Background: an optimization exercise with open tools, aiming at small area. Do not read the settings as production practice.
Only simulation tests tie the RTL to the original design; equivalence was not proved.
Power is estimated from default activity; no workload was simulated.

run C:
Design apb_slave_mem, start of the top module:
module apb_slave_mem (
  input  logic        PCLK,
  input  logic        PRESET,
  input  logic [31:0] PADDR,
  input  logic        PSEL,
  input  logic        PENABLE,
  input  logic        PWRITE,
  input  logic [7:0]  PWDATA,
  output logic [7:0]  PRDATA,
  output logic        PREADY,
  output logic        PSLVERR
);
  localparam int NG = 85;           
  logic       acc1, acc2;           
  logic       setup;
  logic       write_q;
  logic [6:0] g_q;                  
  logic [1:0] o_q;
  logic [1:0] ph;
  logic       lp;
  logic [1:0] ph_n;
  logic       lp_n;
  logic [1:0] clr, clr_b;           
  logic       clearing, clearing_b;
  logic       pend, pend_b;         
  logic [6:0] pend_g, pend_g_b;     
  logic [1:0] pend_o, pend_o_b;     
  logic [7:0] pend_d;
  assign setup    = !acc1 && !acc2 && !PREADY && PSEL && !PENABLE;
  assign clearing   = (clr != 2'd0);
  assign clearing_b = (clr_b != 2'd0);
  logic [6:0] a_g;
  logic [1:0] a_o;
  always_comb begin
    a_g = 7'(PADDR[7:0] / 8'd3);
    a_o = 2'(PADDR[7:0] % 8'd3);
  end
  always_ff @(posedge PCLK or posedge PRESET) begin
    if (PRESET) begin
      acc1   <= 1'b0;
      acc2   <= 1'b0;
      PREADY <= 1'b0;
    end else begin
      acc1   <= setup;
      acc2   <= acc1 && PSEL;
      PREADY <= acc2 && PSEL;
    end
  end
  ...
export LEC_CHECK = 0
export CAP_MARGIN = 40
export CORE_MARGIN = 2
export CORE_UTILIZATION = 70
export PLACE_DENSITY = 0.8
export SLEW_MARGIN = 40
create_clock -name core_clock -period 10.0 [get_ports {PCLK}]
standard.sh (not shown) runs the stock make flow with config.mk's settings and CLKGATE_MAP_FILE= SYNTH_SCRIPT=/design/flow/synth_recipe.tcl, a recipe that flattens the netlist after the stock synthesis.
==> flow/flow/run.sh <==
#!/bin/bash
# The standard layout with two changes:
#  - synthesis maps logic with an area-oriented ABC script (flow/abc_area.script);
#    everything else in synthesis is synth_recipe.tcl unchanged
#  - ports are buffered with the smallest buffer
#  - the clock tree uses small clock buffers and no dummy loads
# ORFS keeps each tool's log under orfs/logs; make's output goes to flow.log.
set -o pipefail
HERE=$(pwd)
cat > mysynth.tcl <<EOT
proc abc {args} {
  set i [lsearch \$args -script]
  set args [lreplace \$args \$i [expr {\$i + 1}] -script $HERE/flow/abc_area.script]
  yosys abc {*}\$args
}
source $HERE/synth_recipe.tcl
EOT
sed "s|SYNTH_SCRIPT=[^ ]*|SYNTH_SCRIPT=$HERE/mysynth.tcl|" standard.sh > mystandard.sh
export BUFFER_PORTS_ARGS="-buffer_cell sky130_fd_sc_hd__buf_1"
export CTS_ARGS="-sink_clustering_enable -repair_clock_nets -dont_use_dummy_load -buf_list {sky130_fd_sc_hd__clkbuf_4 sky130_fd_sc_hd__clkbuf_8} -sink_clustering_size 20 -sink_clustering_max_diameter 50"
bash mystandard.sh 2>&1 | tee flow.log
==> flow/flow/abc_area.script <==
strash
&get -n
&st
&syn2
&dch -f
&nf -p -R 1000
&put
topo
For run A, these inputs were changed with respect to run C:
Settings: PLACE_DENSITY changed from 0.8 to 0.84; CORE_UTILIZATION changed from 70 to 74; CAP_MARGIN changed from 40 to 20; SLEW_MARGIN changed from 40 to 20.
--- a/flow/flow/run.sh
+++ b/flow/flow/run.sh
@@ -20 +20 @@
-export CTS_ARGS="-sink_clustering_enable -repair_clock_nets -dont_use_dummy_load -buf_list {sky130_fd_sc_hd__clkbuf_4 sky130_fd_sc_hd__clkbuf_8} -sink_clustering_size 20 -sink_clustering_max_diameter 50"
+export CTS_ARGS="-sink_clustering_enable -repair_clock_nets -dont_use_dummy_load -buf_list {sky130_fd_sc_hd__clkbuf_8} -sink_clustering_size 20 -sink_clustering_max_diameter 40"
Notes after the runs:
- Run A ran to completion and came out clean on the timing, design-rule and antenna checks.
- Diff run C -> run A | power density relative to cell area | up slightly
- Fraction of area in registers of run A is on par with run C.
- Run A vs run C — net switching power of the design climbed by a few percent
- Comparing run C and run A, initial cell density of the core is higher on run A.
- Run A gives more total routing resource utilization after global routing than run C did.
- Run A ended up with nor4_1 as its slowest cell on the critical path; run C ended up with a211oi_1.
- The final area was comparable across run C and run A.
- Compared to run C, run A shows a narrower setup margin.

## re-timing with driven ports
Ports are ideal in the flow. The routed layouts listed here were re-timed in OpenROAD. Step 1 (the two cells are an assumption about what drives the block):
set clk [get_ports {PCLK}]
set_driving_cell -lib_cell sky130_fd_sc_hd__clkbuf_16 $clk
set_driving_cell -lib_cell sky130_fd_sc_hd__buf_2 [delete_from_list [all_inputs] $clk]
Step 2, shift: input delay + t, output delay - t, t = (earliest + latest rising clock arrival at the registers) / 2. This alone moves slack from input paths to output paths. Three values: ideal ports, drivers, drivers and shift; two values: the first two.
run	shift t [ns]	setup slack, ns	pins driven straight from the clock port
run C	0.865	0.888 / 0.932 / 0.067	1
run A	0.894	0.657 / 0.704 / -0.190	1
With both steps, setup timing fails in run A, where it was met with ideal ports. The setup slack of run A, which loses most, moves by +0.047 ns with the drivers and by -0.847 ns with both steps.
